What follows belongs to an exercise in optimizing a design on an open flow for small area; a production flow would make more cautious choices.
Only simulation tests tie the RTL to the original design; equivalence was not proved.
Power figures rest on the tool's default switching activity, not on a simulated workload.

==> design.v <==
`timescale 1ns/1ps
module random_map_writer (
    input  logic        clk,
    input  logic        rst,
    input  logic        start,
    input  logic [15:0] seed,
    input  logic [4:0]  density,
    input  logic [4:0]  rd_x,
    input  logic [4:0]  rd_y,
    output logic        rd_occ,
    output logic        busy,
    output logic        done,
    output logic [9:0]  occ_count
);
    logic [9:0]  idx;
    logic [15:0] lfsr;
    logic [4:0]  dcur, dprev;
    logic        start_accept, cell_bit, row_start, seed_zero;
    logic [15:0] cp0;
    logic [15:0] cp1;
    logic [15:0] cp2;
    logic [15:0] pend;   
    assign start_accept = !busy && !done && start;
    assign cell_bit     = dcur[4] || (lfsr[3:0] < dcur[3:0]);
    assign row_start    = (idx[7:0] == '0);
    assign seed_zero    = (seed == 16'h0000);
    always_ff @(posedge clk) begin
        if (rst) begin
            busy      <= 1'b0;
            done      <= 1'b0;
            idx       <= '0;
            dcur      <= '0;
            dprev     <= '0;
            occ_count <= '0;
        end else if (start_accept) begin
            busy      <= 1'b1;
            idx       <= '0;
            dprev     <= dcur;
            dcur      <= (density > 5'd16) ? 5'd16 : density;
            occ_count <= '0;
        end else if (busy) begin
            idx       <= idx + 1'b1;
            occ_count <= occ_count + 10'(cell_bit);
            if (idx == 10'd767) begin
                busy <= 1'b0;
                done <= 1'b1;
            end
        end else begin
            done <= 1'b0;
        end
    end
    always_ff @(posedge clk) begin
        if (busy)
            lfsr <= {lfsr[14:0], lfsr[15] ^ lfsr[13] ^ lfsr[12] ^ lfsr[10]};
        else
            lfsr <= seed | (seed_zero ? 16'hACE1 : 16'h0000);
    end
    logic [15:0] dlfsr;
    assign dlfsr[0] = lfsr[0] ^ lfsr[2] ^ lfsr[3] ^ lfsr[4] ^ lfsr[5] ^ lfsr[7] ^ lfsr[8] ^ lfsr[10] ^ lfsr[11] ^ lfsr[12] ^ lfsr[13] ^ lfsr[15];
    assign dlfsr[1] = lfsr[5] ^ lfsr[9] ^ lfsr[11] ^ lfsr[15];
    assign dlfsr[2] = lfsr[10] ^ lfsr[12] ^ lfsr[13] ^ lfsr[15];
    assign dlfsr[3] = lfsr[15];
    assign dlfsr[4] = lfsr[0] ^ lfsr[1] ^ lfsr[3] ^ lfsr[8] ^ lfsr[10] ^ lfsr[14];
    assign dlfsr[5] = lfsr[0] ^ lfsr[1] ^ lfsr[2] ^ lfsr[3] ^ lfsr[4] ^ lfsr[9] ^ lfsr[15];
    assign dlfsr[6] = lfsr[0] ^ lfsr[2] ^ lfsr[5] ^ lfsr[6] ^ lfsr[7] ^ lfsr[8] ^ lfsr[9] ^ lfsr[10] ^ lfsr[12] ^ lfsr[13] ^ lfsr[14];
    assign dlfsr[7] = lfsr[3] ^ lfsr[6] ^ lfsr[7] ^ lfsr[13];
    assign dlfsr[8] = lfsr[1] ^ lfsr[3] ^ lfsr[5] ^ lfsr[7] ^ lfsr[8] ^ lfsr[9] ^ lfsr[10] ^ lfsr[11] ^ lfsr[12] ^ lfsr[13] ^ lfsr[15];
    assign dlfsr[9] = lfsr[0] ^ lfsr[2] ^ lfsr[6] ^ lfsr[7] ^ lfsr[14];
    assign dlfsr[10] = lfsr[1] ^ lfsr[5] ^ lfsr[6] ^ lfsr[9] ^ lfsr[10] ^ lfsr[11] ^ lfsr[15];
    assign dlfsr[11] = lfsr[2] ^ lfsr[4] ^ lfsr[5] ^ lfsr[7] ^ lfsr[8] ^ lfsr[12] ^ lfsr[15];
    assign dlfsr[12] = lfsr[4] ^ lfsr[6] ^ lfsr[8] ^ lfsr[9] ^ lfsr[11] ^ lfsr[13];
    assign dlfsr[13] = lfsr[0] ^ lfsr[2] ^ lfsr[4] ^ lfsr[6] ^ lfsr[8] ^ lfsr[9] ^ lfsr[10] ^ lfsr[11] ^ lfsr[13] ^ lfsr[14];
    assign dlfsr[14] = lfsr[2] ^ lfsr[3] ^ lfsr[4] ^ lfsr[5] ^ lfsr[10] ^ lfsr[11] ^ lfsr[12];
    assign dlfsr[15] = lfsr[0] ^ lfsr[1] ^ lfsr[2] ^ lfsr[3] ^ lfsr[5] ^ lfsr[7] ^ lfsr[8] ^ lfsr[14];
    logic [1:0] prow;
    logic [9:0] idxm1;
    assign idxm1 = idx - 1'b1;
    assign prow  = idxm1[9:8];
    always_ff @(posedge clk) begin
        if (busy && row_start)
            pend <= dlfsr;
        if ((busy && row_start) || done) begin
            case (prow)
                0: cp0 <= pend;
                1: cp1 <= pend;
                2: cp2 <= pend;
                default: ;
            endcase
        end
    end
    logic [9:0]  k;
    logic        valid, cur, use_pend;
    logic [1:0] rrow;
    logic [7:0] roff;
    logic [3:0] grp;
    logic [15:0] base;
    assign k        = {rd_y, rd_x};
    assign valid    = !(rd_y[4] && rd_y[3]);
    assign rrow     = k[9:8];
    assign roff     = k[7:0];
    assign grp      = k[7:4];
    assign use_pend = (rrow == prow) && ((idx[7:0] == '0) || (roff < idx[7:0]));
    assign cur      = (idx != '0) && ((rrow < prow) || use_pend);
    always_comb begin
        case (rrow)
            0: base = cp0;
            1: base = cp1;
            2: base = cp2;
            default: base = cp2;
        endcase
        if (use_pend) base = pend;
    end
    logic [30:0] dq;
    assign dq[0] = base[15];
    assign dq[1] = base[14];
    assign dq[2] = base[13];
    assign dq[3] = base[12];
    assign dq[4] = base[11];
    assign dq[5] = base[10];
    assign dq[6] = base[9];
    assign dq[7] = base[8];
    assign dq[8] = base[7];
    assign dq[9] = base[6];
    assign dq[10] = base[5];
    assign dq[11] = base[4];
    assign dq[12] = base[3];
    assign dq[13] = base[2];
    assign dq[14] = base[1];
    assign dq[15] = base[0];
    assign dq[16] = base[10] ^ base[12] ^ base[13] ^ base[15];
    assign dq[17] = base[9] ^ base[11] ^ base[12] ^ base[14];
    assign dq[18] = base[8] ^ base[10] ^ base[11] ^ base[13];
    assign dq[19] = base[7] ^ base[9] ^ base[10] ^ base[12];
    assign dq[20] = base[6] ^ base[8] ^ base[9] ^ base[11];
    assign dq[21] = base[5] ^ base[7] ^ base[8] ^ base[10];
    assign dq[22] = base[4] ^ base[6] ^ base[7] ^ base[9];
    assign dq[23] = base[3] ^ base[5] ^ base[6] ^ base[8];
    assign dq[24] = base[2] ^ base[4] ^ base[5] ^ base[7];
    assign dq[25] = base[1] ^ base[3] ^ base[4] ^ base[6];
    assign dq[26] = base[0] ^ base[2] ^ base[3] ^ base[5];
    assign dq[27] = base[1] ^ base[2] ^ base[4] ^ base[10] ^ base[12] ^ base[13] ^ base[15];
    assign dq[28] = base[0] ^ base[1] ^ base[3] ^ base[9] ^ base[11] ^ base[12] ^ base[14];
    assign dq[29] = base[0] ^ base[2] ^ base[8] ^ base[11] ^ base[12] ^ base[15];
    assign dq[30] = base[1] ^ base[7] ^ base[11] ^ base[12] ^ base[13] ^ base[14] ^ base[15];
    logic [30:0] dsh;
    assign dsh = dq >> grp;
    logic [15:0] jumped;
    assign jumped[0] = dsh[15];
    assign jumped[1] = dsh[14];
    assign jumped[2] = dsh[13];
    assign jumped[3] = dsh[12];
    assign jumped[4] = dsh[11];
    assign jumped[5] = dsh[10];
    assign jumped[6] = dsh[9];
    assign jumped[7] = dsh[8];
    assign jumped[8] = dsh[7];
    assign jumped[9] = dsh[6];
    assign jumped[10] = dsh[5];
    assign jumped[11] = dsh[4];
    assign jumped[12] = dsh[3];
    assign jumped[13] = dsh[2];
    assign jumped[14] = dsh[1];
    assign jumped[15] = dsh[0];
    logic [15:0] pv;
    logic [3:0]  px;
    logic        psel, pen;
    always_ff @(posedge clk) begin
        pv   <= jumped;
        px   <= rd_x[3:0];
        psel <= cur && !start_accept;
        pen  <= valid && !rst;
    end
    logic [18:0] wv;
    assign wv[0] = pv[0] ^ pv[3] ^ pv[5] ^ pv[8];
    assign wv[1] = pv[1] ^ pv[2] ^ pv[3] ^ pv[9] ^ pv[11] ^ pv[13];
    assign wv[2] = pv[1] ^ pv[4] ^ pv[8] ^ pv[10] ^ pv[11] ^ pv[13];
    assign wv[3] = pv[1] ^ pv[5] ^ pv[6] ^ pv[7] ^ pv[9] ^ pv[10] ^ pv[11];
    assign wv[4] = pv[2];
    assign wv[5] = pv[0] ^ pv[2] ^ pv[3] ^ pv[6] ^ pv[9] ^ pv[10] ^ pv[12] ^ pv[15];
    assign wv[6] = pv[0] ^ pv[1] ^ pv[2] ^ pv[3] ^ pv[5] ^ pv[6] ^ pv[7] ^ pv[8] ^ pv[12] ^ pv[13];
    assign wv[7] = pv[1] ^ pv[4] ^ pv[6] ^ pv[7] ^ pv[8] ^ pv[10] ^ pv[11] ^ pv[13] ^ pv[15];
    assign wv[8] = pv[0] ^ pv[4] ^ pv[5] ^ pv[9] ^ pv[10] ^ pv[11] ^ pv[13] ^ pv[15];
    assign wv[9] = pv[0] ^ pv[1] ^ pv[3] ^ pv[4] ^ pv[5] ^ pv[10] ^ pv[11] ^ pv[12] ^ pv[15];
    assign wv[10] = pv[3] ^ pv[7] ^ pv[9] ^ pv[11] ^ pv[13] ^ pv[14];
    assign wv[11] = pv[1] ^ pv[4] ^ pv[8] ^ pv[9] ^ pv[10] ^ pv[11] ^ pv[13] ^ pv[15];
    assign wv[12] = pv[3] ^ pv[7] ^ pv[8] ^ pv[10] ^ pv[11];
    assign wv[13] = pv[0] ^ pv[1] ^ pv[4] ^ pv[5] ^ pv[7] ^ pv[11] ^ pv[15];
    assign wv[14] = pv[2] ^ pv[3] ^ pv[4] ^ pv[5] ^ pv[7] ^ pv[10] ^ pv[14] ^ pv[15];
    assign wv[15] = pv[0] ^ pv[1] ^ pv[2] ^ pv[4] ^ pv[5] ^ pv[6] ^ pv[7] ^ pv[9] ^ pv[11] ^ pv[12] ^ pv[14] ^ pv[15];
    assign wv[16] = pv[2] ^ pv[4] ^ pv[7] ^ pv[10] ^ pv[12] ^ pv[13] ^ pv[15];
    assign wv[17] = pv[0] ^ pv[1] ^ pv[2] ^ pv[8] ^ pv[10] ^ pv[12];
    assign wv[18] = pv[0] ^ pv[3] ^ pv[7] ^ pv[9] ^ pv[10] ^ pv[12];
    logic [18:0] ws;
    assign ws = wv >> px;
    logic [3:0] nib;
    assign nib = {ws[0], ws[1], ws[2], ws[3]};
    logic [4:0] pd;
    assign pd = psel ? dcur : dprev;
    logic [3:0] lt;
    assign lt[0] = pd[0] & ~nib[0];
    assign lt[1] = pd[1] ? (~nib[1] | lt[0]) : (~nib[1] & lt[0]);
    assign lt[2] = pd[2] ? (~nib[2] | lt[1]) : (~nib[2] & lt[1]);
    assign lt[3] = pd[3] ? (~nib[3] | lt[2]) : (~nib[3] & lt[2]);
    assign rd_occ = pen && (pd[4] || lt[3]);
endmodule
==> flow/run.sh <==
#!/bin/bash
# The standard layout with two changes:
#  - every port still gets its own buffer, but a plain buf_1 instead of the
#    delay buffer that buffer_ports picks by default;
#  - synthesis maps the logic with flow/abc_map.script (an area-oriented ABC
#    script) in place of ORFS's abc_speed.script. Everything else in the ORFS
#    scripts is used unchanged, from a copy made here.
set -euo pipefail
export BUFFER_PORTS_ARGS="-buffer_cell sky130_fd_sc_hd__buf_1"
rm -rf scripts_local
cp -r "$FLOW_HOME/scripts" scripts_local
cp flow/abc_map.script scripts_local/abc_speed.script
export SCRIPTS_DIR="$PWD/scripts_local"
bash standard.sh > standard.log 2>&1
==> flow/abc_map.script <==
strash
dc2
&get -n
&dch -f
&nf
&put
topo
stime -c
dnsize -c
==> standard.sh <==
#!/bin/bash
# synth_recipe.tcl (not shown) runs the flow's synth.tcl, then flattens the netlist and writes it again
# the make line also repeats each setting of config.mk as NAME=value (left out here)
make -C /OpenROAD-flow-scripts/flow DESIGN_CONFIG=/design/flow/config.mk WORK_HOME=/design/flow/orfs CLKGATE_MAP_FILE= SYNTH_SCRIPT=/design/flow/synth_recipe.tcl "${@:-finish}"
==> config.mk <==
export PLATFORM = sky130hd
export DESIGN_NAME = random_map_writer
export DESIGN_NICKNAME = random_map_writer
export VERILOG_FILES = /design/flow/design.v
export SDC_FILE = /design/flow/constraint.sdc
export NUM_CORES = 4
export LEC_CHECK = 0
export CAP_MARGIN = 20
export CORE_MARGIN = 2
export CORE_UTILIZATION = 75
export CTS_BUF_LIST = sky130_fd_sc_hd__clkbuf_8
export GPL_TIMING_DRIVEN = 0
export SLEW_MARGIN = 20
==> constraint.sdc <==
create_clock -name core_clock -period 5.0 [get_ports {clk}]
set_input_delay 1.0000 -clock core_clock [delete_from_list [all_inputs] [get_ports {clk}]]
set_output_delay 1.0000 -clock core_clock [all_outputs]
set_load 0.01 [all_outputs]
==> results.cfg, run 1 <==
[floorplanning]
dieHeight_um = 107
fp.dieW_um = 107
ios = 47
start_util = 0.771
die_area_um2 = 11400
core_um2 = 10300
placementRows = 37

[yosys]
synth-edff-count = 64
synth_cell_types = 42
yosysSeqAreaShare = 0.419
synth_ff_type = dfxtp_1
synth_top_area_frac = 0.242
postSynthCellCount = 769
syn_area_per_cell_um2 = 10.3
mappedNetlistArea_um2 = 7930
synth-seq-cells = 134
yosys_warnings = 1
async_flop_share = 0
synth_area_leaders = edfxtp_1, dfxtp_1, xnor2_1, mux2i_1, xor2_1
synth_fp_nets = 819
synth_top_area_cell = edfxtp_1

[layout]
final_layout_size_suffix_gt1_frac = 0.0668
final_util = 0.858
final_nets = 890
mostFrequentLayoutCells = xnor2_1, nor2_1, xor2_1
mostFrequentLayoutCell = xnor2_1
diodes = 0
syn2layout_area_growth_pct = 11.2
design_area_um2 = 8810

[cts]
cts_tree = built
cts.clk_slew.worst_paths_ns = 0.09
cts_buffers = 17
clockBufferDepth = 2
htree_levels = 4
clock_latency_ns = 0.45
root_buffer = clkbuf_8
cts.sinks = 134

[sta]
hold_viol_final = 0
fin_crit_sh = 0.962
post-route-min-period_ns = 4.81
rsz0062_at_grt = no
finalMaxSlewViolations = 0
fmaxAchievable_mhz = 208
setup_violations = 0
slew_headroom = 0.387
worst_pin_slew_ns = 0.914
fin_skew_ns = 0.0130

[place]
port_buffers = 46
placed_cell_area_um2 = 8330
gp_congestion = 0.994
dpl.hpwl_um = 13000

[power]
peakVddDrop_mv = 0.683
power_mw = 5.60
p_per_area_nw_per_um2 = 635
p_leak_nw = 3.25

[critical_path]
cp_common_cell = a21o_1
path_max_fanout = 6
startpoint_type = input port
cp_slowest_stage_delay_ns = 0.51
cp-end-kind = register
critPathArrivalTime_ns = 5.12
critical_path.cell_chain = buf_1 -> ha_1 -> a21o_1 -> a21o_1 -> a21o_1 -> a21o_1 -> a21o_1 -> a21o_1 -> a21oi_1 -> o211ai_1 -> buf_4 -> buf_6 -> mux2i_2 -> xor2_1 -> xnor3_1 -> a21oi_1 -> o21ai_0 -> nand3_1 -> a22oi_1
required_ns = 5.31
crit_type = input port to register
crit_slowest_cell = xnor3_1

[routing]
vias = 6351
finalWirelength_um = 19500
drtIter0Drc = 729
viasPerCell = 6.42
drc = 0
wl_per_cell_um = 19.7
ant_nets = 0
firstDrtPassIters = 5

[global_route]
grt_pass1_vias = 6323
grt_pass1_wl_um = 31900
grt_usage = 0.360
grt_antenna_before_repair = 0
grt_max_degree = 38
grt-ovfl-total = 0

[run_status]
status = timing/DRC/antenna clean

[worst_hold_path]
hold_class = register to register

[flow_run]
drv_cap = 0
-- per-stage QoR --
step / std cells / hold WS (ns) / setup slack (ns) / TNS [ns]
after floorplan: 769 / 0.449 / 0.177 / 0
after global placement: 951 / 0.463 / -1.77 / -26.85
after detailed placement: 956 / 0.467 / -0.480 / -5.67
after CTS: 989 / 0.488 / 0.170 / 0
after global routing: 989 / 0.503 / 0.000502 / 0
final: 989 / 0.489 / 0.192 / 0
-- kinds of logic (layout without fill, tap and decap cells) --
logic type,after synthesis,in the layout,synth area share
xor+xnor,192,192,0.214
fa+ha+maj,17,17,0.0265
mux,84,84,0.119
flops,134,134,0.419
compound gates,153,153,0.119
buf+inv,22,106,0.0104
simple gates,167,167,0.0914
-- cell type report --
cell class / instances / area, µm²
fillers: 553 / 1460
multi-input cells: 613 / 4570
clock inverters: 14 / 188
well taps: 136 / 170
flip-flops and latches: 134 / 3320
repair buffers: 52 / 230
clock buffers: 18 / 248
inverters: 22 / 82.6
-- routing by layer --
metal	part of all wire	global-route usage
met5	0	0
met1	0.41	0.454
met4	0.039	0.162
met2	0.48	0.594
met3	0.074	0.0821
-- worst paths after layout --
kind / to / startpoint / depth (start not counted) / slack [ns]
hold / removal: dprev[2]$_SDFFE_PP0P_ / dprev[2]$_SDFFE_PP0P_ / 1 / 0.49
hold reg to reg: dprev[2]$_SDFFE_PP0P_ / dprev[2]$_SDFFE_PP0P_ / 1 / 0.49
setup / recovery: pv[1]$_DFF_P_ / rd_x[1] / 19 / 0.19
setup reg to reg: pv[1]$_DFF_P_ / idx[1]$_SDFFE_PP0P_ / 19 / 0.22
-- critical path: cells and delay by family --
| kind | cells | cell delay (ns) |
|---|---|---|
| compound gates | 11 | 1.85 |
| xor+xnor | 2 | 0.85 |
| buf+inv | 3 | 0.47 |
| mux | 1 | 0.46 |
| fa+ha+maj | 1 | 0.32 |
| simple gates | 1 | 0.17 |
-- Yosys cell counts (9+ instances only) --
cell type,number
xor2_1,73
a21o_1,9
nor3_1,17
o22ai_1,18
nand2_1,35
mux2_1,12
clkinv_1,22
xnor2_1,118
edfxtp_1,64
mux2i_1,65
ha_1,16
a21oi_1,50
nor2_1,84
o21ai_0,34
dfxtp_1,70
-- power by group --
group	switching (mW)	internal, mW
Sequential	0.240	1.36
Combinational	1.65	1.37
Clock	0.460	0.521
-- timing repair --
action	in CTS	in global routing
buffers inserted	1	0
pin swaps	1	0
resized for setup	3	4
setup endpoints to repair	11	11
hold buffers	0	0
-- sequential cells by signal, indices dropped and copies added, names as in the netlist --
register and cells:
cp2 16, idx 10, cp1 16, lfsr 16, dprev 5, busy 1, occ_count 10, pen 1
psel 1, pend 16, pv 16, dcur 5, px 4, cp0 16, done 1
==> run 2, diff against run 1 <==
--- a/config.mk
+++ b/config.mk
@@ -7,7 +7,7 @@
 export LEC_CHECK = 0
 export CAP_MARGIN = 20
 export CORE_MARGIN = 2
-export CORE_UTILIZATION = 75
+export CORE_UTILIZATION = 55
 export CTS_BUF_LIST = sky130_fd_sc_hd__clkbuf_8
 export GPL_TIMING_DRIVEN = 0
 export SLEW_MARGIN = 20
==> results.cfg, run 2 <==
[yosys]
synth_fp_nets = 819
async_flop_share = 0
synth_ff_type = dfxtp_1
syn_area_per_cell_um2 = 10.3
synth_top_area_frac = 0.242
yosys_warnings = 1
synth-seq-cells = 134
synth_cell_types = 42
yosys.cell_count.top_type = xnor2_1
postSynthCellCount = 769
yosysSeqAreaShare = 0.419
synth_commonest_cells = xnor2_1, nor2_1, xor2_1
synth_area_leaders = edfxtp_1, dfxtp_1, xnor2_1, mux2i_1, xor2_1
synth_top_area_cell = edfxtp_1
synth-edff-count = 64
mappedNetlistArea_um2 = 7930

[critical_path]
crit_slowest_cell = mux4_2
crit_type = register to output port
critPathArrivalTime_ns = 3.75
cp-end-kind = output port
regToRegSetupSlack_ns = 0.35
path_max_fanout = 4
required_ns = 4.00
path_delay_family = XOR/XNOR gates
critical_path.cell_chain = xor2_1 -> xnor2_1 -> xnor2_1 -> xnor2_1 -> mux4_2 -> nand2_1 -> o31ai_1 -> o21a_1 -> maj3_1 -> a21oi_1 -> o21ai_0 -> a21boi_0 -> buf_1
r2r-start = idx[1]$_SDFFE_PP0P_
cp_common_cell = xnor2_1
cp_slowest_stage_delay_ns = 0.49
startpoint_type = register
reg2reg_depth = 19
cp_num_buf_inv = 1
r2r-end = pv[1]$_DFF_P_

[sta]
rsz0062_at_grt = no
hold_viol_final = 0
post-route-min-period_ns = 4.75
fmaxAchievable_mhz = 211
worst_pin_slew_ns = 0.893
fin_crit_sh = 0.950
setup_violations = 0
slew_headroom = 0.404
fin_skew_ns = 0.0109
finalMaxSlewViolations = 0
finalWorstSetupSlack_ns = 0.251

[place]
place_ws_ns = -0.250
gp_congestion = 0.898
placed_cell_area_um2 = 8390
dpl.hpwl_um = 12900
port_buffers = 46

[cts]
cts.sinks = 134
cts_buffers = 17
clock_latency_ns = 0.44
hold_buffers = 0
htree_levels = 4
cts_tree = built
post_cts_buffers = 0
clockBufferDepth = 2
root_buffer = clkbuf_8
cts.clk_slew.worst_paths_ns = 0.07

[power]
p_sw_frac = 0.410
seqPwrFrac = 0.296
power.switching_mw = 2.20
p_per_area_nw_per_um2 = 610
p_leak_nw = 3.22
p_int_mw = 3.17
peakVddDrop_mv = 0.313
power_frac_comb = 0.542
clock_power_share = 0.162

[floorplanning]
placementRows = 43
start_util = 0.567
dieHeight_um = 124
core_um2 = 14000
die_area_um2 = 15400
ios = 47
fp.dieW_um = 124

[layout]
mostFrequentLayoutCell = xnor2_1
final_layout_size_suffix_gt1_frac = 0.0657
multiInputGateArea_um2 = 4570
fillers = 1191
regArea_um2 = 3320
mostFrequentLayoutCells = xnor2_1, nor2_1, xor2_1
design_area_um2 = 8810
syn2layout_area_growth_pct = 11.2
final_nets = 890
diodes = 0

[global_route]
grt_pass1_wl_um = 28600
grt_usage = 0.241
grt_max_degree = 38
grt_antenna_before_repair = 0
grt-ovfl-total = 0
grt_pass1_vias = 5799

[worst_hold_path]
worstHoldEndpoint = dprev[3]$_SDFFE_PP0P_
min_from = dprev[3]$_SDFFE_PP0P_
hold_depth = 1
hold_class = register to register

[flow_run]
drv_cap = 0

[routing]
viasPerCell = 5.74
drc = 0
drtIter0Drc = 410
finalWirelength_um = 17300
vias = 5934
ant_nets = 0
firstDrtPassIters = 5
wl_per_cell_um = 16.7

[run_status]
status = timing/DRC/antenna clean
==> run 2: cell count changes in the layout (fill, tap and decap cells not counted), sizes merged <==
cell,delta
clkinvlp,+2
buf,-1
bufinv,-1
clkbuf,+1
clkdlybuf4s15,-1
clkinv,+1
inv,-1
==> run 2: area by class of cell <==
type,count,area share
flip-flops and latches,134,0.377
repair buffers,52,0.0258
multi-input cells,613,0.518
inverters,22,0.00937
clock buffers,17,0.0265
well taps,180,0.0256
clock inverters,15,0.0172
==> run 2: worst max path at each step <==
stage                               from            end  slack [ns]  depth (start not counted)
final                      pv[5]$_DFF_P_         rd_occ        0.25                         13
after global routing       pv[5]$_DFF_P_         rd_occ       0.002                         13
after CTS                 pv[10]$_DFF_P_         rd_occ        0.12                         15
after detailed placement         rd_x[4]  pv[4]$_DFF_P_       -0.25                         16
after global placement           rd_x[4]  pv[1]$_DFF_P_       -2.05                         14
after floorplan                  rd_x[1]  pv[1]$_DFF_P_        0.18                         16
==> run 2: worst register-to-register path, stage by stage (launching register included) <==
cell and delay, ns:
dfxtp_1 0.43, clkinv_1 0.13, ha_1 0.28, a21o_1 0.16, a21o_1 0.17, a21o_1 0.18, a21o_1 0.18, a21o_1 0.17
a21o_1 0.17, a21oi_1 0.18, o211ai_1 0.17, buf_4 0.22, buf_4 0.18, mux2i_1 0.51, xor2_1 0.33, xor2_1 0.32
mux2i_1 0.18, mux2i_1 0.22, mux2i_1 0.12, a22oi_1 0.24
==> run 2: per-layer routing <==
layer  vias up  GRT usage  part of all wire
li1       2906          -                 -
met3        27     0.0467             0.049
met1      2843      0.316              0.46
met5         -          0                 0
met4         0     0.0765             0.015
met2       158      0.400              0.47
==> run 2: cell families after synthesis <==
family          after synthesis  share of synthesized area
mux                          84                      0.119
compound gates              153                      0.119
buf+inv                      22                     0.0104
simple gates                167                     0.0914
flops                       134                      0.419
fa+ha+maj                    17                     0.0265
xor+xnor                    192                      0.214
==> run 2: power by group through the flow <==
| stage | logic (mW) | clock network [mW] | registers (mW) |
|---|---|---|---|
| after floorplan | 2.30 | 0 | 1.54 |
| after global routing | 3.18 | 0.945 | 1.62 |
| after CTS | 2.87 | 0.895 | 1.59 |
| after global placement | 2.79 | 0 | 1.60 |
| final | 2.91 | 0.873 | 1.59 |
| after detailed placement | 2.83 | 0 | 1.61 |
==> run 2: repair_timing <==
action / in CTS / in global routing
endpoints found under the hold margin: 0 / 0
endpoints found under the setup margin: 0 / 9
resized for setup: 0 / 7
==> run 2: per-stage QoR <==
stage	setup TNS, ns	hold WS, ns	total power [mW]	cells	utilization
6_report	0	0.483	5.38	1033	0.630
5_1_grt	0	0.506	5.74	1033	0.630
4_1_cts	0	0.485	5.35	1033	0.627
3_5_place_dp	-2.25	0.466	4.44	1001	0.600
3_3_place_gp	-31.39	0.463	4.39	995	0.595
2_1_floorplan	0	0.449	3.83	769	-
==> run 3, diff against run 2 <==
==> flow/abc_map.script (replaced) <==
strash
dc2
&get -n
&dch -f
&nf -R 1000
&put
strash
dc2
&get -n
&dch -f
&nf -R 1000
&put
topo
stime -c
dnsize -c
==> results.cfg, run 3 <==
[run_status]
status = timing/DRC/antenna clean

[critical_path]
cp_slowest_stage_delay_ns = 0.59
critical_path.cell_chain = buf_2 -> buf_16 -> ha_1 -> a21oi_1 -> nor2b_1 -> o21ai_0 -> a21boi_0 -> o21ai_0 -> nand3_4 -> mux2i_2 -> xor2_1 -> xor2_1 -> a21oi_1 -> a21oi_1 -> nor2_1 -> nor2_1 -> nor2_1 -> a31oi_1
critPathArrivalTime_ns = 5.03
path_max_fanout = 29
startpoint_type = input port
required_ns = 5.36
crit_slowest_cell = mux2i_2
reg2reg_depth = 21
cp-end-kind = register
crit_type = input port to register

[sta]
rsz0062_at_grt = yes
hold_viol_final = 0
worst_pin_slew_ns = 0.839
slew_headroom = 0.440
fin_tns_setup_ns = 0
fmaxAchievable_mhz = 214
fin_crit_sh = 0.933
fin_skew_ns = 0.00975
setup_violations = 0
post-route-min-period_ns = 4.67
finalMaxSlewViolations = 0

[layout]
mostFrequentLayoutCells = xnor2_1, nor2_1, dfxtp_1
mostFrequentLayoutCell = xnor2_1
diodes = 0
final_util = 0.636
design_area_um2 = 8830
syn2layout_area_growth_pct = 13.0
final_nets = 924
final_layout_size_suffix_gt1_frac = 0.0676

[flow_run]
drv_cap = 0

[global_route]
grt_usage = 0.243
grt_pass1_wl_um = 28400
grt-ovfl-total = 0
grt_pass1_vias = 5774
grt_max_degree = 52
grt_antenna_before_repair = 0

[floorplanning]
fp.dieW_um = 123
dieHeight_um = 123
placementRows = 43
ios = 47
start_util = 0.563
die_area_um2 = 15200
core_um2 = 13900

[yosys]
yosys_warnings = 1
synth-edff-count = 64
mappedNetlistArea_um2 = 7820
synth_ff_type = dfxtp_1
async_flop_share = 0
synth_cell_types = 40
syn_area_per_cell_um2 = 9.75
synth_top_area_cell = edfxtp_1
synth_area_leaders = edfxtp_1, dfxtp_1, xnor2_1, xor2_1, o21ai_0
yosysSeqAreaShare = 0.425
synth_top_area_frac = 0.246
synth_fp_nets = 852
postSynthCellCount = 802
synth-seq-cells = 134
synth_commonest_cells = xnor2_1, nor2_1, o21ai_0
yosys.cell_count.top_type = xnor2_1

[routing]
finalWirelength_um = 17300
firstDrtPassIters = 5
drc = 0
ant_nets = 0
viasPerCell = 5.65
wl_per_cell_um = 16.2
vias = 6030
drtIter0Drc = 392

[place]
placed_cell_area_um2 = 8330
port_buffers = 46
dpl.hpwl_um = 12800
gp_congestion = 0.894

[cts]
root_buffer = clkbuf_8
cts_tree = built
clock_latency_ns = 0.44
htree_levels = 4
clockBufferDepth = 2
cts.sinks = 134
cts.clk_slew.worst_paths_ns = 0.08
cts_buffers = 17

[power]
p_per_area_nw_per_um2 = 575
p_leak_nw = 3.12
peakVddDrop_mv = 0.252

[worst_hold_path]
hold_depth = 1
hold_class = register to register
-- run 3: cell types whose count changed after synthesis, sizes merged, moves of 4 or more --
cell,delta
o21ai,+37
mux2i,-35
nand2,+18
a21oi,+9
xnor2,+8
xor2,-8
a21o,-5
a22oi,-5
mux2,+5
mux4,-4
nand3,+4
-- run 3: logic make-up (layout without fill, tap and decap cells) --
kind of cell               after synthesis  in the layout  share of synthesized area
and+or+nand+nor                        196            196                      0.109
AOI/OAI and AO/OA                      194            194                      0.144
xor gates and xnor gates               191            191                      0.214
DFF                                    134            134                      0.425
muxes                                   50             50                     0.0715
buffers and inverters                   21            106                     0.0101
adders and majority gates               16             16                     0.0256
-- run 3: final timing paths --
check | startpoint | end | slack, ns
setup / recovery | rd_x[4] | pv[2]$_DFF_P_ | 0.33
hold / removal | dprev[2]$_SDFFE_PP0P_ | dprev[2]$_SDFFE_PP0P_ | 0.48
setup reg to reg | idx[1]$_SDFFE_PP0P_ | pv[2]$_DFF_P_ | 0.45
hold reg to reg | dprev[2]$_SDFFE_PP0P_ | dprev[2]$_SDFFE_PP0P_ | 0.48
-- run 3: power breakdown --
| group | internal, mW | switching (mW) |
|---|---|---|
| registers | 1.36 | 0.219 |
| clock network | 0.553 | 0.420 |
| logic | 1.14 | 1.39 |
-- run 3: cell type report --
type | count | area [µm²]
Sequential cell | 134 | 3320
Fill cell | 1204 | 5050
Clock inverter | 14 | 181
Multi-Input combinational cell | 647 | 4500
Inverter | 21 | 78.8
Timing Repair Buffer | 53 | 274
Clock buffer | 18 | 248
Tap cell | 180 | 225
-- run 3: worst max-delay path, delay by kind of cell --
family	cells	cell delay (ns)
AND/OR/NAND/NOR	5	0.78
AO/OA/AOI/OAI	7	1.28
adder cells (fa/ha/maj)	1	0.24
buffers and inverters	2	0.55
multiplexers	1	0.59
XOR/XNOR	2	0.54
-- run 3: metal layers --
layer | GRT usage | wire (µm)
met1 | 0.327 | 8240
met5 | 0 | 0
met2 | 0.389 | 8110
met4 | 0.0781 | 242
met3 | 0.0563 | 713
-- run 3: repair_timing --
action | in CTS | in global routing
resized for setup | 7 | 15
setup buffers | 0 | 0
hold buffers | 0 | 0
setup endpoints to repair | 15 | 15
gates cloned | 0 | 0
-- run 3: metrics by stage --
| stage | hold WS [ns] | setup WS (ns) | instances | power, mW |
|---|---|---|---|---|
| CTS | 0.488 | 0.114 | 1067 | 5.04 |
| global route | 0.508 | -0.0172 | 1067 | 5.39 |
| finish | 0.483 | 0.333 | 1067 | 5.08 |
| floorplan | 0.449 | 0.466 | 802 | 3.49 |
| global placement | 0.463 | -2.06 | 1028 | 4.00 |
| detailed placement | 0.467 | -0.929 | 1035 | 4.05 |
==> run 4, diff against run 3 <==
==> flow/abc_map.script (replaced) <==
strash
dc2
dc2
&get -n
&dch -f
&nf -R 1000
&put
topo
stime -c
dnsize -c
==> results.cfg, run 4 <==
[sta]
fmaxAchievable_mhz = 213
finalMaxSlewViolations = 0
hold_viol_final = 0
slew_headroom = 0.465
setup_violations = 0
holdWs_ns = 0.486
rsz0062_at_grt = yes
fin_crit_sh = 0.938
post-route-min-period_ns = 4.69
finalWorstSetupSlack_ns = 0.309
worst_pin_slew_ns = 0.803
fin_skew_ns = 0.0153
fin_tns_setup_ns = 0

[layout]
final_layout_size_suffix_gt1_frac = 0.0685
diodes = 0
layout.cells.non_filler = 1071
design_area_um2 = 8810
fillers = 1185
mostFrequentLayoutCells = xnor2_1, nor2_1, o21ai_0
mostFrequentLayoutCell = xnor2_1
final_nets = 928
final_util = 0.632
syn2layout_area_growth_pct = 12.2

[cts]
clockBufferDepth = 2
cts_tree = built
clock_latency_ns = 0.46
cts.sinks = 134
root_buffer = clkbuf_8
hold_buffers = 0
cts_buffers = 17
cts.clk_slew.worst_paths_ns = 0.08
post_cts_buffers = 0
htree_levels = 4

[place]
dp_cells = 1038
place_ws_ns = -1.07
port_buffers = 46
placed_cell_area_um2 = 8340
dpl.hpwl_um = 13000
gp_congestion = 0.877

[yosys]
mappedNetlistArea_um2 = 7850
yosysSeqAreaShare = 0.423
synth_top_area_cell = edfxtp_1
async_flop_share = 0
syn_area_per_cell_um2 = 9.74
synth_top_area_frac = 0.245
postSynthCellCount = 806
synth_cell_types = 37
synth-edff-count = 64
synth-seq-cells = 134
yosys_warnings = 1
synth_ff_type = dfxtp_1
synth_fp_nets = 856
synth_area_leaders = edfxtp_1, dfxtp_1, xnor2_1, xor2_1, o21ai_0
yosys.cell_count.top_type = xnor2_1
synth_commonest_cells = xnor2_1, nor2_1, o21ai_0

[routing]
viasPerCell = 5.62
wl_per_cell_um = 16.2
vias = 6017
drc = 0
ant_nets = 0
firstDrtPassIters = 5
drtIter0Drc = 414
finalWirelength_um = 17300

[power]
peakVddDrop_mv = 0.262
p_leak_nw = 3.11
p_per_area_nw_per_um2 = 566
power_mw = 4.99

[global_route]
grt_pass1_wl_um = 28400
grt_usage = 0.242
grt_antenna_before_repair = 0
grt-ovfl-total = 0
grt_max_degree = 54
grt_pass1_vias = 5903

[critical_path]
reg2reg_depth = 21
cp-end-kind = register
startpoint_type = input port
critPathArrivalTime_ns = 5.03
required_ns = 5.34
path_max_fanout = 53
crit_type = input port to register

[floorplanning]
fp.dieW_um = 123
die_area_um2 = 15200
core_um2 = 13900
ios = 47
placementRows = 43
start_util = 0.564
dieHeight_um = 123

[flow_run]
drv_cap = 0

[run_status]
status = timing/DRC/antenna clean

[worst_hold_path]
hold_class = register to register
hold_depth = 1
==> run 4: area by class of cell <==
class | instances | area (µm²) | share of cell area
Inverter | 23 | 86.3 | 0.00980
Sequential cell | 134 | 3320 | 0.377
Clock inverter | 14 | 148 | 0.0168
Clock buffer | 18 | 248 | 0.0281
Multi-Input combinational cell | 649 | 4520 | 0.513
Tap cell | 180 | 225 | 0.0256
Timing Repair Buffer | 53 | 256 | 0.0291
==> run 4: power by group <==
group / switching [mW] / total, mW / internal [mW]
Combinational: 1.35 / 2.52 / 1.17
Clock: 0.440 / 0.900 / 0.460
Sequential: 0.218 / 1.57 / 1.35
Total: 2.01 / 4.99 / 2.98
==> run 4: path summary, 6_finish.rpt <==
| check | slack [ns] | from | endpoint |
|---|---|---|---|
| setup / recovery | 0.31 | rd_y[0] | pv[1]$_DFF_P_ |
| hold reg to reg | 0.49 | dprev[0]$_SDFFE_PP0P_ | dprev[0]$_SDFFE_PP0P_ |
| setup reg to reg | 0.47 | idx[1]$_SDFFE_PP0P_ | pv[1]$_DFF_P_ |
| hold / removal | 0.49 | dprev[0]$_SDFFE_PP0P_ | dprev[0]$_SDFFE_PP0P_ |
==> run 4: logic make-up (layout without fill, tap and decap cells) <==
logic type / after synthesis / count (layout) / synth area share
simple gates: 195 / 195 / 0.109
xor+xnor: 192 / 192 / 0.214
compound gates: 191 / 191 / 0.138
flops: 134 / 134 / 0.423
mux: 55 / 55 / 0.0798
buf+inv: 23 / 108 / 0.0110
fa+ha+maj: 16 / 16 / 0.0255
==> run 4: repair_timing <==
| action | CTS | global route |
|---|---|---|
| resized for setup | 7 | 12 |
| setup endpoints to repair | 15 | 15 |
| pin swaps | 0 | 0 |
==> run 4: critical path: stages <==
cell and delay, ns:
buf_2 0.61, ha_1 0.35, nor2b_1 0.13, o21ai_0 0.15
a21boi_0 0.10, o21ai_0 0.32, nand3_4 0.40, mux2i_2 0.51
xor2_1 0.30, xnor2_1 0.18, xnor2_1 0.11, mux2_1 0.32
o21ai_0 0.17, nand2_1 0.09, o211ai_1 0.14, o21ai_0 0.12
==> run 4: per-layer routing <==
layer  GRT usage  share of wire
met5           0              0
met4      0.0689          0.014
met3      0.0618          0.043
met2       0.395           0.47
met1       0.319           0.47
==> run 5, diff against run 4 <==
--- a/config.mk
+++ b/config.mk
@@ -10,4 +10,5 @@
 export CORE_UTILIZATION = 55
 export CTS_BUF_LIST = sky130_fd_sc_hd__clkbuf_8
 export GPL_TIMING_DRIVEN = 0
+export PLACE_DENSITY = 0.75
 export SLEW_MARGIN = 20
==> results.cfg, run 5 <==
[cts]
clock_latency_ns = 0.45
root_buffer = clkbuf_8
cts_buffers = 17
cts_tree = built
post_cts_buffers = 0
hold_buffers = 0
htree_levels = 4
cts.clk_slew.worst_paths_ns = 0.09
cts.sinks = 134
clockBufferDepth = 2

[yosys]
synth_ff_type = dfxtp_1
synth-edff-count = 64
synth_top_area_cell = edfxtp_1
mappedNetlistArea_um2 = 7850
synth_cell_types = 37
synth_commonest_cells = xnor2_1, nor2_1, o21ai_0
postSynthCellCount = 806
syn_area_per_cell_um2 = 9.74
yosys_warnings = 1
async_flop_share = 0
yosys.cell_count.top_type = xnor2_1
synth_fp_nets = 856
synth_top_area_frac = 0.245
yosysSeqAreaShare = 0.423
synth_area_leaders = edfxtp_1, dfxtp_1, xnor2_1, xor2_1, o21ai_0
synth-seq-cells = 134

[place]
dpl.hpwl_um = 12000
gp_congestion = 0.896
port_buffers = 46
place_ws_ns = -1.06

[critical_path]
regToRegSetupSlack_ns = 0.55
startpoint_type = register
reg2reg_depth = 21
crit_type = register to output port
critPathArrivalTime_ns = 3.58
cp-end-kind = output port
required_ns = 4.00
path_max_fanout = 6

[routing]
finalWirelength_um = 16600
viasPerCell = 5.55
drc = 0
firstDrtPassIters = 5
ant_nets = 0
vias = 5930
wl_per_cell_um = 15.6
drtIter0Drc = 311

[sta]
worst_pin_slew_ns = 1.07
rsz0062_at_grt = no
fin_crit_sh = 0.916
hold_viol_final = 0
post-route-min-period_ns = 4.58
finalMaxSlewViolations = 0
fin_tns_setup_ns = 0
fin_skew_ns = 0.0224
finalWorstSetupSlack_ns = 0.422
fmaxAchievable_mhz = 218
setup_violations = 0
slew_headroom = 0.289

[layout]
diodes = 0
syn2layout_area_growth_pct = 12.1
final_util = 0.631
mostFrequentLayoutCell = xnor2_1
final_layout_size_suffix_gt1_frac = 0.0652
mostFrequentLayoutCells = xnor2_1, nor2_1, o21ai_0
final_nets = 926

[power]
power_frac_comb = 0.495
p_per_area_nw_per_um2 = 564
peakVddDrop_mv = 0.294
p_leak_nw = 3.10
p_sw_frac = 0.390
clock_power_share = 0.191
p_int_mw = 3.03
seqPwrFrac = 0.314
power.switching_mw = 1.94

[worst_hold_path]
hold_depth = 1
hold_class = register to register

[global_route]
grt_pass1_wl_um = 26900
grt_pass1_vias = 5583
grt_usage = 0.229
grt-ovfl-total = 0
grt_antenna_before_repair = 0
grt_max_degree = 54

[floorplanning]
dieHeight_um = 123
ios = 47
core_um2 = 13900
start_util = 0.564
die_area_um2 = 15200
placementRows = 43
fp.dieW_um = 123

[run_status]
status = timing/DRC/antenna clean

[flow_run]
drv_cap = 0
run 5: repair_timing:
action	CTS	global route
setup endpoints to repair	15	15
pin swaps	0	1
gates resized for setup	8	12
gates cloned	0	1
run 5: power by group through the flow:
| stage | Clock, mW | Sequential [mW] | Combinational (mW) |
|---|---|---|---|
| final | 0.948 | 1.56 | 2.45 |
| after detailed placement | 0 | 1.57 | 2.42 |
| after global placement | 0 | 1.57 | 2.38 |
| after global routing | 1.01 | 1.58 | 2.73 |
| after CTS | 0.960 | 1.55 | 2.44 |
| after floorplan | 0 | 1.51 | 1.99 |
run 5: logic make-up (layout without fill, tap and decap cells):
group	after synthesis	in the layout	synth area share
AND/OR/NAND/NOR	195	196	0.109
XOR/XNOR	192	192	0.214
AO/OA/AOI/OAI	191	191	0.138
flip-flops	134	134	0.423
multiplexers	55	55	0.0798
buffers and inverters	23	105	0.0110
adder cells (fa/ha/maj)	16	16	0.0255
run 5: final timing paths:
check,start,end
worst max register to register,idx[1]$_SDFFE_PP0P_,pv[11]$_DFF_P_
worst min register to register,dprev[4]$_SDFFE_PP0P_,dprev[4]$_SDFFE_PP0P_
worst min-delay path,dprev[4]$_SDFFE_PP0P_,dprev[4]$_SDFFE_PP0P_
worst max-delay path,pv[15]$_DFF_P_,rd_occ
run 5: metal layers:
metal,track usage,vias to the layer above,part of all wire
met5,0,-,0
li1,-,3027,-
met3,0.0489,18,0.046
met4,0.0724,0,0.011
met1,0.307,2731,0.47
met2,0.372,154,0.48
run 5: cell type report:
class,count,area [µm²]
fill,1165,5130
multi-input combinational,650,4520
timing repair buffer,50,225
clock buffer,18,248
clock inverter,14,171
tap,180,225
sequential,134,3320
inverter,23,86.3
run 5: metrics by stage:
step,std cells,power (mW),area [µm²],hold slack (ns)
finish,1069,4.96,8800,0.478
floorplan,806,3.50,7850,0.441
global placement,1032,3.95,8250,0.454
global route,1069,5.31,8800,0.500
CTS,1068,4.95,8750,0.485
detailed placement,1036,3.99,8310,0.464
run 5: worst max-delay path, stage by stage (launching register included):
cell      delay, ns
dfxtp_1        0.56
xor2_1         0.19
xnor2_1        0.40
xor2_1         0.21
xnor2_1        0.12
mux4_2         0.47
clkinv_1       0.06
o22ai_1        0.10
o21ai_0        0.33
a21oi_1        0.12
o22ai_1        0.12
o21ai_0        0.09
a21boi_0       0.20
buf_1          0.18
==> run 6, diff against run 5 <==
--- a/design.v
+++ b/design.v
@@ -36,12 +36,12 @@
             busy      <= 1'b1;
             idx       <= '0;
             dprev     <= dcur;
-            dcur      <= (density > 5'd16) ? 5'd16 : density;
+            dcur      <= density;   
             occ_count <= '0;
         end else if (busy) begin
             idx       <= idx + 1'b1;
             occ_count <= occ_count + 10'(cell_bit);
-            if (idx == 10'd767) begin
+            if (idx[9] && idx[7:0] == 8'hFF) begin   
                 busy <= 1'b0;
                 done <= 1'b1;
             end
--- a/config.mk
+++ b/config.mk
@@ -10,5 +10,4 @@
 export CORE_UTILIZATION = 55
 export CTS_BUF_LIST = sky130_fd_sc_hd__clkbuf_8
 export GPL_TIMING_DRIVEN = 0
-export PLACE_DENSITY = 0.75
 export SLEW_MARGIN = 20
==> results.cfg, run 6 <==
[run_status]
status = timing/DRC/antenna clean

[layout]
fillers = 1180
regArea_um2 = 3320
mostFrequentLayoutCell = xnor2_1
multiInputGateArea_um2 = 4490
layout.cells.non_filler = 1074
final_nets = 931
design_area_um2 = 8770
final_util = 0.632
diodes = 0
mostFrequentLayoutCells = xnor2_1, nor2_1, o21ai_0
syn2layout_area_growth_pct = 12.4
final_layout_size_suffix_gt1_frac = 0.0638

[place]
gp_congestion = 0.866
port_buffers = 46
dp_cells = 1042
dpl.hpwl_um = 12800
placed_cell_area_um2 = 8280
place_ws_ns = -0.472

[yosys]
async_flop_share = 0
syn_area_per_cell_um2 = 9.62
synth_fp_nets = 861
yosys.cell_count.top_type = xnor2_1
synth-seq-cells = 134
postSynthCellCount = 811
mappedNetlistArea_um2 = 7800
synth_top_area_frac = 0.246
synth_commonest_cells = xnor2_1, o21ai_0, nor2_1
yosys_warnings = 1
synth_cell_types = 38
synth_ff_type = dfxtp_1
synth-edff-count = 64
yosysSeqAreaShare = 0.426
synth_top_area_cell = edfxtp_1
synth_area_leaders = edfxtp_1, dfxtp_1, xnor2_1, xor2_1, o21ai_0

[global_route]
grt_usage = 0.243
grt_max_degree = 54
grt_antenna_before_repair = 0
grt-ovfl-total = 0
grt_pass1_vias = 5665
grt_pass1_wl_um = 28300

[floorplanning]
die_area_um2 = 15200
fp.dieW_um = 123
core_um2 = 13900
dieHeight_um = 123
ios = 47
start_util = 0.562
placementRows = 43

[worst_hold_path]
hold_class = register to register
hold_depth = 1
min_from = occ_count[9]$_SDFFE_PP0P_
worstHoldEndpoint = occ_count[9]$_SDFFE_PP0P_

[sta]
worst_pin_slew_ns = 0.897
fin_crit_sh = 0.936
fin_tns_setup_ns = 0
finalMaxSlewViolations = 0
slew_headroom = 0.397
fmaxAchievable_mhz = 214
hold_viol_final = 0
post-route-min-period_ns = 4.68
fin_skew_ns = 0.0174
finalWorstSetupSlack_ns = 0.322
holdWs_ns = 0.457
rsz0062_at_grt = no
setup_violations = 0

[routing]
viasPerCell = 5.57
drtIter0Drc = 420
ant_nets = 0
firstDrtPassIters = 7
finalWirelength_um = 17300
wl_per_cell_um = 16.1
drc = 0
vias = 5987

[power]
power_mw = 5.08
peakVddDrop_mv = 0.285
p_leak_nw = 3.12
p_per_area_nw_per_um2 = 580

[cts]
cts.clk_slew.worst_paths_ns = 0.08
root_buffer = clkbuf_8
cts_resized = 1
clock_latency_ns = 0.45
cts_tree = built
cts_buffers = 17
hold_buffers = 0
post_cts_buffers = 0
htree_levels = 4
cts.sinks = 134
clockBufferDepth = 2

[critical_path]
reg2reg_depth = 20
critical_path.cell_chain = xnor2_2 -> xor2_1 -> xnor2_1 -> xnor2_1 -> nand2_1 -> o21ai_0 -> a211o_1 -> a31oi_1 -> o21ai_0 -> maj3_1 -> a21oi_1 -> o22ai_1 -> a21boi_0 -> buf_1
path_max_fanout = 4
required_ns = 4.00
crit_type = register to output port
r2r-end = pv[4]$_DFF_P_
cp-end-kind = output port
startpoint_type = register
r2r-start = idx[1]$_SDFFE_PP0P_
critPathArrivalTime_ns = 3.68
regToRegSetupSlack_ns = 0.45
cp_slowest_stage_delay_ns = 0.40
crit_slowest_cell = dfxtp_1
cp-startpoint = pv[10]$_DFF_P_

[flow_run]
drv_cap = 0
run 6: cell count changes after synthesis, sizes merged, moves of 5 or more:
cell    change
xnor2       -6
a21oi       +5
o211ai      +7
mux2        -5
nor2        -8
nand2       +8
run 6: cells by family (layout without fill, tap and decap cells):
kind of cell / Yosys count / in the layout / share of synthesized area
buffers and inverters: 19 / 102 / 0.00914
adder cells (fa/ha/maj): 17 / 17 / 0.0269
AO/OA/AOI/OAI: 202 / 202 / 0.146
flip-flops: 134 / 134 / 0.426
AND/OR/NAND/NOR: 203 / 203 / 0.115
XOR/XNOR: 185 / 185 / 0.208
multiplexers: 51 / 51 / 0.0696
run 6: layout make-up:
cell class | instances | share of cell area
Multi-Input combinational cell | 658 | 0.512
Sequential cell | 134 | 0.379
Clock buffer | 18 | 0.0283
Timing Repair Buffer | 51 | 0.0264
Tap cell | 180 | 0.0257
Clock inverter | 14 | 0.0208
Inverter | 19 | 0.00813
run 6: critical path, delay by kind of cell (launching register included):
family	cells	cell delay, ns
AOI/OAI and AO/OA	7	1.18
DFF	1	0.40
buffers and inverters	1	0.18
adders and majority gates	1	0.39
xor gates and xnor gates	4	0.99
and+or+nand+nor	1	0.09
run 6: layer usage:
layer	global-route usage	wire, µm	vias up
met5	0	0	-
met4	0.0739	257	0
met3	0.0461	664	20
met2	0.394	8130	120
met1	0.330	8280	2814
li1	-	-	3033
run 6: worst max path at each step:
stage | cells past startpoint | slack, ns | end
global placement | 19 | -2.06 | pv[5]$_DFF_P_
floorplan | 20 | 0.36 | pv[12]$_DFF_P_
CTS | 21 | 0.06 | pv[12]$_DFF_P_
finish | 14 | 0.32 | rd_occ
detailed placement | 21 | -0.47 | pv[4]$_DFF_P_
global route | 20 | 0.01 | pv[4]$_DFF_P_
run 6: report_power, final:
part / switching (mW) / internal (mW) / leakage (nW) / total [mW]
logic: 1.40 / 1.13 / 1.73 / 2.52
clock network: 0.429 / 0.554 / 0.228 / 0.983
registers: 0.220 / 1.36 / 1.16 / 1.58
total: 2.05 / 3.04 / 3.12 / 5.08
==> run 7, diff against run 6 <==
--- a/flow/run.sh
+++ b/flow/run.sh
@@ -4,11 +4,14 @@
 #    delay buffer that buffer_ports picks by default;
 #  - synthesis maps the logic with flow/abc_map.script (an area-oriented ABC
 #    script) in place of ORFS's abc_speed.script. Everything else in the ORFS
-#    scripts is used unchanged, from a copy made here.
+#    scripts is used unchanged, from a copy made here;
+#  - ORFS's power recovery (downsizing gates with slack to spare) runs after
+#    global routing.
 set -euo pipefail
 export BUFFER_PORTS_ARGS="-buffer_cell sky130_fd_sc_hd__buf_1"
 rm -rf scripts_local
 cp -r "$FLOW_HOME/scripts" scripts_local
 cp flow/abc_map.script scripts_local/abc_speed.script
 export SCRIPTS_DIR="$PWD/scripts_local"
+export RECOVER_POWER=100
 bash standard.sh > standard.log 2>&1
==> results.cfg, run 7 <==
[cts]
cts.clk_slew.worst_paths_ns = 0.08
root_buffer = clkbuf_8
clock_latency_ns = 0.45
post_cts_buffers = 0
hold_buffers = 0
cts_buffers = 17
cts_tree = built
cts.sinks = 134
clockBufferDepth = 2
htree_levels = 4

[power]
peakVddDrop_mv = 0.283
p_leak_nw = 3.12
power_frac_comb = 0.496
clock_power_share = 0.193
p_per_area_nw_per_um2 = 581
p_sw_frac = 0.402
p_int_mw = 3.04
power.switching_mw = 2.04
seqPwrFrac = 0.310

[routing]
vias = 6032
finalWirelength_um = 17300
firstDrtPassIters = 5
wl_per_cell_um = 16.1
drc = 0
ant_nets = 0
drtIter0Drc = 396
viasPerCell = 5.62

[worst_hold_path]
hold_class = register to register
hold_depth = 1
worstHoldEndpoint = occ_count[9]$_SDFFE_PP0P_
min_from = occ_count[9]$_SDFFE_PP0P_

[yosys]
synth_area_leaders = edfxtp_1, dfxtp_1, xnor2_1, xor2_1, o21ai_0
synth_commonest_cells = xnor2_1, o21ai_0, nor2_1
yosys.cell_count.top_type = xnor2_1
synth-edff-count = 64
synth_top_area_cell = edfxtp_1
yosysSeqAreaShare = 0.426
synth_ff_type = dfxtp_1
synth-seq-cells = 134
async_flop_share = 0
syn_area_per_cell_um2 = 9.62
postSynthCellCount = 811
synth_top_area_frac = 0.246
yosys_warnings = 1
synth_fp_nets = 861
mappedNetlistArea_um2 = 7800
synth_cell_types = 38

[sta]
slew_headroom = 0.170
finalMaxSlewViolations = 0
setup_violations = 0
finalWorstSetupSlack_ns = 0.335
rsz0062_at_grt = no
fin_skew_ns = 0.0183
worst_pin_slew_ns = 1.24
post-route-min-period_ns = 4.66
fin_tns_setup_ns = 0
fin_crit_sh = 0.933
fmaxAchievable_mhz = 214
hold_viol_final = 0

[global_route]
grt_pass1_wl_um = 28300
grt_max_degree = 54
grt_pass1_vias = 5665
grt_antenna_before_repair = 0
grt-ovfl-total = 0
grt_usage = 0.243

[critical_path]
crit_type = register to output port
path_max_fanout = 4
cp-end-kind = output port
regToRegSetupSlack_ns = 0.44
r2r-start = idx[1]$_SDFFE_PP0P_
critPathArrivalTime_ns = 3.66
reg2reg_depth = 20
required_ns = 4.00
startpoint_type = register
r2r-end = pv[4]$_DFF_P_

[flow_run]
drv_cap = 0

[layout]
mostFrequentLayoutCell = xnor2_1
final_layout_size_suffix_gt1_frac = 0.0593
syn2layout_area_growth_pct = 12.1
mostFrequentLayoutCells = xnor2_1, nor2_1, o21ai_0
diodes = 0
final_nets = 931

[place]
dpl.hpwl_um = 12800
port_buffers = 46
place_ws_ns = -0.472
gp_congestion = 0.866

[floorplanning]
placementRows = 43
ios = 47
dieHeight_um = 123
die_area_um2 = 15200
core_um2 = 13900
start_util = 0.562
fp.dieW_um = 123

[run_status]
status = timing/DRC/antenna clean
==> run 7: worst max-delay path: stages, from the launching register on <==
cell	delay [ns]
dfxtp_1	0.40
xnor2_2	0.32
xor2_1	0.36
xnor2_1	0.14
xnor2_1	0.17
nand2_1	0.09
o21ai_0	0.16
a211o_1	0.35
a31oi_1	0.15
o21ai_0	0.11
maj3_1	0.39
a21oi_1	0.13
o22ai_1	0.09
a21boi_0	0.19
buf_1	0.18
==> run 7: power by group through the flow <==
stage | Sequential (mW) | Combinational (mW) | Clock [mW]
2_1_floorplan | 1.52 | 1.99 | 0
3_3_place_gp | 1.58 | 2.43 | 0
3_5_place_dp | 1.59 | 2.46 | 0
4_1_cts | 1.57 | 2.49 | 1.00
5_1_grt | 1.60 | 2.77 | 1.05
6_report | 1.58 | 2.52 | 0.982
==> run 7: cells by family after synthesis <==
group | after synthesis | share of synthesized area
simple gates | 203 | 0.115
compound gates | 202 | 0.146
mux | 51 | 0.0696
fa+ha+maj | 17 | 0.0269
xor+xnor | 185 | 0.208
buf+inv | 19 | 0.00914
flops | 134 | 0.426
==> run 7: layer usage <==
metal | vias up | GRT usage | routed length (µm)
met5 | - | 0 | 0
met4 | 0 | 0.0739 | 252
met3 | 22 | 0.0461 | 676
met2 | 130 | 0.394 | 8170
met1 | 2841 | 0.330 | 8240
li1 | 3039 | - | -
==> run 7: timing repair <==
item,in CTS,in global routing
gates cloned,0,0
pin swaps,0,0
setup endpoints to repair,1,16
resized for setup,1,18
==> run 7: layout make-up <==
class	instances	area, µm²
clock inverter	14	183
clock buffer	18	248
fill	1188	5130
timing repair buffer	51	220
multi-input combinational	658	4480
tap	180	225
inverter	19	71.3
sequential	134	3320
==> run 7: through the flow <==
| step | instance area [µm²] | cells | total power [mW] | util | hold WS [ns] |
|---|---|---|---|---|---|
| CTS | 8710 | 1074 | 5.06 | 0.627 | 0.461 |
| finish | 8750 | 1074 | 5.08 | 0.630 | 0.457 |
| global route | 8750 | 1074 | 5.42 | 0.630 | 0.515 |
| floorplan | 7800 | 811 | 3.51 | - | 0.449 |
| global placement | 8200 | 1037 | 4.02 | 0.591 | 0.435 |
| detailed placement | 8280 | 1042 | 4.05 | 0.596 | 0.447 |
==> run 7: worst max-delay path by stage <==
stage	startpoint	endpoint	slack, ns	cells after the start
global route	rd_x[1]	pv[4]$_DFF_P_	0.01	20
CTS	rd_x[1]	pv[12]$_DFF_P_	0.06	21
floorplan	rd_x[1]	pv[12]$_DFF_P_	0.36	20
finish	pv[10]$_DFF_P_	rd_occ	0.34	14
global placement	rd_x[4]	pv[5]$_DFF_P_	-2.06	19
detailed placement	rd_x[1]	pv[4]$_DFF_P_	-0.47	21
==> run 8, diff against run 7 <==
==> flow/run.sh (replaced) <==
#!/bin/bash
# The standard layout with four changes:
#  - every port still gets its own buffer, but a plain buf_1 instead of the
#    delay buffer that buffer_ports picks by default;
#  - synthesis maps the logic with flow/abc_map.script (an area-oriented ABC
#    script) in place of ORFS's abc_speed.script. Everything else in the ORFS
#    scripts is used unchanged, from a copy made here;
#  - clock tree synthesis does not add dummy loads (CTS_ARGS repeats ORFS's
#    own arguments, with config.mk's CTS_BUF_LIST, plus -dont_use_dummy_load);
#  - ORFS's power recovery (downsizing gates with slack to spare) runs after
#    global routing (RECOVER_POWER).
set -euo pipefail
export BUFFER_PORTS_ARGS="-buffer_cell sky130_fd_sc_hd__buf_1"
rm -rf scripts_local
cp -r "$FLOW_HOME/scripts" scripts_local
cp flow/abc_map.script scripts_local/abc_speed.script
export SCRIPTS_DIR="$PWD/scripts_local"
export CTS_ARGS="-sink_clustering_enable -repair_clock_nets -buf_list sky130_fd_sc_hd__clkbuf_8 -dont_use_dummy_load"
export RECOVER_POWER=100
bash standard.sh > standard.log 2>&1
==> results.cfg, run 8 <==
[power]
peakVddDrop_mv = 0.285
p_per_area_nw_per_um2 = 555
p_leak_nw = 3.01

[layout]
final_layout_size_suffix_gt1_frac = 0.0466
fillers = 1213
mostFrequentLayoutCells = xnor2_1, nor2_1, o21ai_0
multiInputGateArea_um2 = 4480
final_nets = 931
layout.cells.non_filler = 1059
syn2layout_area_growth_pct = 9.62
design_area_um2 = 8550
mostFrequentLayoutCell = xnor2_1
regArea_um2 = 3320
diodes = 0

[place]
dpl.hpwl_um = 12800
gp_congestion = 0.866
dp_cells = 1042
placed_cell_area_um2 = 8280
port_buffers = 46

[floorplanning]
start_util = 0.562
die_area_um2 = 15200
placementRows = 43
fp.dieW_um = 123
dieHeight_um = 123
core_um2 = 13900
ios = 47

[sta]
hold_viol_final = 0
worst_pin_slew_ns = 1.25
post-route-min-period_ns = 4.67
slew_headroom = 0.162
fin_skew_ns = 0.0343
finalMaxSlewViolations = 0
fin_crit_sh = 0.935
fmaxAchievable_mhz = 214
setup_violations = 0
fin_tns_setup_ns = 0

[yosys]
synth_compound_area_frac = 0.146
synth_top_area_cell = edfxtp_1
async_flop_share = 0
synth_mux_area_frac = 0.0696
syn_area_per_cell_um2 = 9.62
yosysSeqAreaShare = 0.426
synth_top_area_frac = 0.246
synth-edff-count = 64
yosys_warnings = 1
yosys.cell_count.top_type = xnor2_1
synth_ff_type = dfxtp_1
synth_commonest_cells = xnor2_1, o21ai_0, nor2_1
postSynthCellCount = 811
mappedNetlistArea_um2 = 7800
synth_top_family_by_area = XOR/XNOR gates
synth_cell_types = 38
synth_area_leaders = edfxtp_1, dfxtp_1, xnor2_1, xor2_1, o21ai_0
synth_xor_area_frac = 0.208
synth_fp_nets = 861
synth_simple_gate_area_frac = 0.115
synth-seq-cells = 134
synth_adder_area_share = 0.0269

[cts]
cts.clk_slew.worst_paths_ns = 0.08
cts_tree = built
cts_resized = 1
cts.sinks = 134
root_buffer = clkbuf_8
clock_latency_ns = 0.44
clockBufferDepth = 2
hold_buffers = 0
cts_buffers = 17
htree_levels = 4
post_cts_buffers = 0

[critical_path]
cp-end-kind = register
required_ns = 5.33
path_max_fanout = 26
critPathArrivalTime_ns = 5.00
crit_type = input port to register
crit_slowest_cell = mux2i_2
cp_common_cell = o21ai_0
cp_slowest_stage_delay_ns = 0.52
startpoint_type = input port
critical_path.cell_chain = buf_1 -> ha_1 -> o21ai_0 -> nand2b_1 -> a21o_1 -> a21oi_1 -> nor2b_1 -> o21ai_0 -> nand2b_1 -> a21oi_1 -> nor2b_1 -> o21ai_0 -> nand3_4 -> mux2i_2 -> xor2_1 -> xnor2_1 -> o21ai_0 -> a21oi_1 -> mux2_1 -> o21ai_0

[global_route]
grt_usage = 0.241
grt_pass1_vias = 5671
grt-ovfl-total = 0
grt_max_degree = 54
grt_pass1_wl_um = 28100
grt_antenna_before_repair = 0

[routing]
finalWirelength_um = 17300
drc = 0
highest_layer = met4
vias = 5988
viasPerCell = 5.65
wl_met3_um = 710
wl_met2_um = 8140
wl_per_cell_um = 16.3
wl_met1_um = 8200
drtIter0Drc = 380
firstDrtPassIters = 5
ant_nets = 0

[run_status]
status = timing/DRC/antenna clean

[flow_run]
drv_cap = 0

[worst_hold_path]
hold_class = register to register
[run 8: area by class of cell]
class	count	share of cell area
Inverter	19	0.00834
Clock buffer	17	0.0274
Tap cell	180	0.0263
Sequential cell	134	0.388
Timing Repair Buffer	51	0.0263
Multi-Input combinational cell	658	0.523
[run 8: cells by family after synthesis]
| group | Yosys count |
|---|---|
| xor+xnor | 185 |
| flops | 134 |
| simple gates | 203 |
| fa+ha+maj | 17 |
| compound gates | 202 |
| buf+inv | 19 |
| mux | 51 |
[run 8: metrics by stage]
stage	worst slack (ns)	power (mW)	util	hold WS, ns
after global routing	-0.00846	5.08	0.616	0.513
after detailed placement	-0.472	4.05	0.596	0.447
after CTS	0.0415	4.72	0.613	0.461
after global placement	-2.06	4.02	0.591	0.435
after floorplan	0.358	3.51	-	0.449
final	0.327	4.75	0.616	0.456
[run 8: per-layer routing]
layer / GRT usage / vias to the layer above
met5: 0 / -
met1: 0.327 / 2816
met3: 0.0470 / 15
met2: 0.391 / 134
li1: - / 3023
met4: 0.0703 / 0
[run 8: report_power, final]
group / total [mW] / leakage, nW / switching (mW) / internal [mW]
Combinational: 2.52 / 1.73 / 1.39 / 1.13
Sequential: 1.58 / 1.16 / 0.220 / 1.36
Clock: 0.650 / 0.122 / 0.351 / 0.299
Total: 4.75 / 3.01 / 1.97 / 2.78
[run 8: final timing paths]
kind | startpoint | endpoint | slack, ns | depth (start not counted)
hold reg to reg | occ_count[9]$_SDFFE_PP0P_ | occ_count[9]$_SDFFE_PP0P_ | 0.46 | 1
hold / removal | occ_count[9]$_SDFFE_PP0P_ | occ_count[9]$_SDFFE_PP0P_ | 0.46 | 1
setup reg to reg | idx[1]$_SDFFE_PP0P_ | pv[4]$_DFF_P_ | 0.44 | 20
setup / recovery | rd_x[1] | pv[4]$_DFF_P_ | 0.33 | 20
[run 8: critical path, delay by kind of cell]
family	cells	cell delay, ns
compound gates	9	1.57
mux	2	0.88
simple gates	5	0.67
xor+xnor	2	0.49
fa+ha+maj	1	0.28
buf+inv	1	0.09

==> separate check: timing with driven ports <==
No port has a modelled driver above. Below, the same layouts with a new extraction and two added sets of constraints. Step 1 assumes that a clkbuf_16 drives the clock port and a buf_2 every other input. Step 2 adds t to the input delays and takes it off the output delays; t is the mean of the earliest and latest rising clock arrival at the registers after step 1. Input paths then give back, and output paths get back, about the clock's delay inside the block. Slacks: ideal / step 1 / step 2; pairs: ideal / step 1.
run	shift t [ns]	slack for setup (ns)	latest minus earliest clock arrival (ns)	slew at the worst register clock pin (ns)
run 1	0.481	0.192 / 0.173 / -0.273	0.016 / 0.016	0.09 / 0.09
run 2	0.472	0.251 / 0.213 / -0.185	0.011 / 0.012	0.08 / 0.08
run 3	0.477	0.333 / 0.301 / -0.129	0.012 / 0.011	0.08 / 0.08
run 4	0.497	0.309 / 0.320 / -0.178	0.020 / 0.019	0.08 / 0.08
run 5	0.476	0.422 / 0.387 / 0.029	0.022 / 0.022	0.09 / 0.09
run 6	0.480	0.322 / 0.285 / -0.113	0.017 / 0.017	0.08 / 0.08
run 7	0.479	0.335 / 0.297 / -0.118	0.018 / 0.018	0.08 / 0.08
run 8	0.458	0.327 / 0.312 / -0.115	0.035 / 0.034	0.08 / 0.08
With both steps, setup timing fails in 7 of these runs, where it was met with ideal ports. For run 4, which loses most, drivers alone change the setup slack by +0.011 ns; drivers and shift together by -0.487 ns.
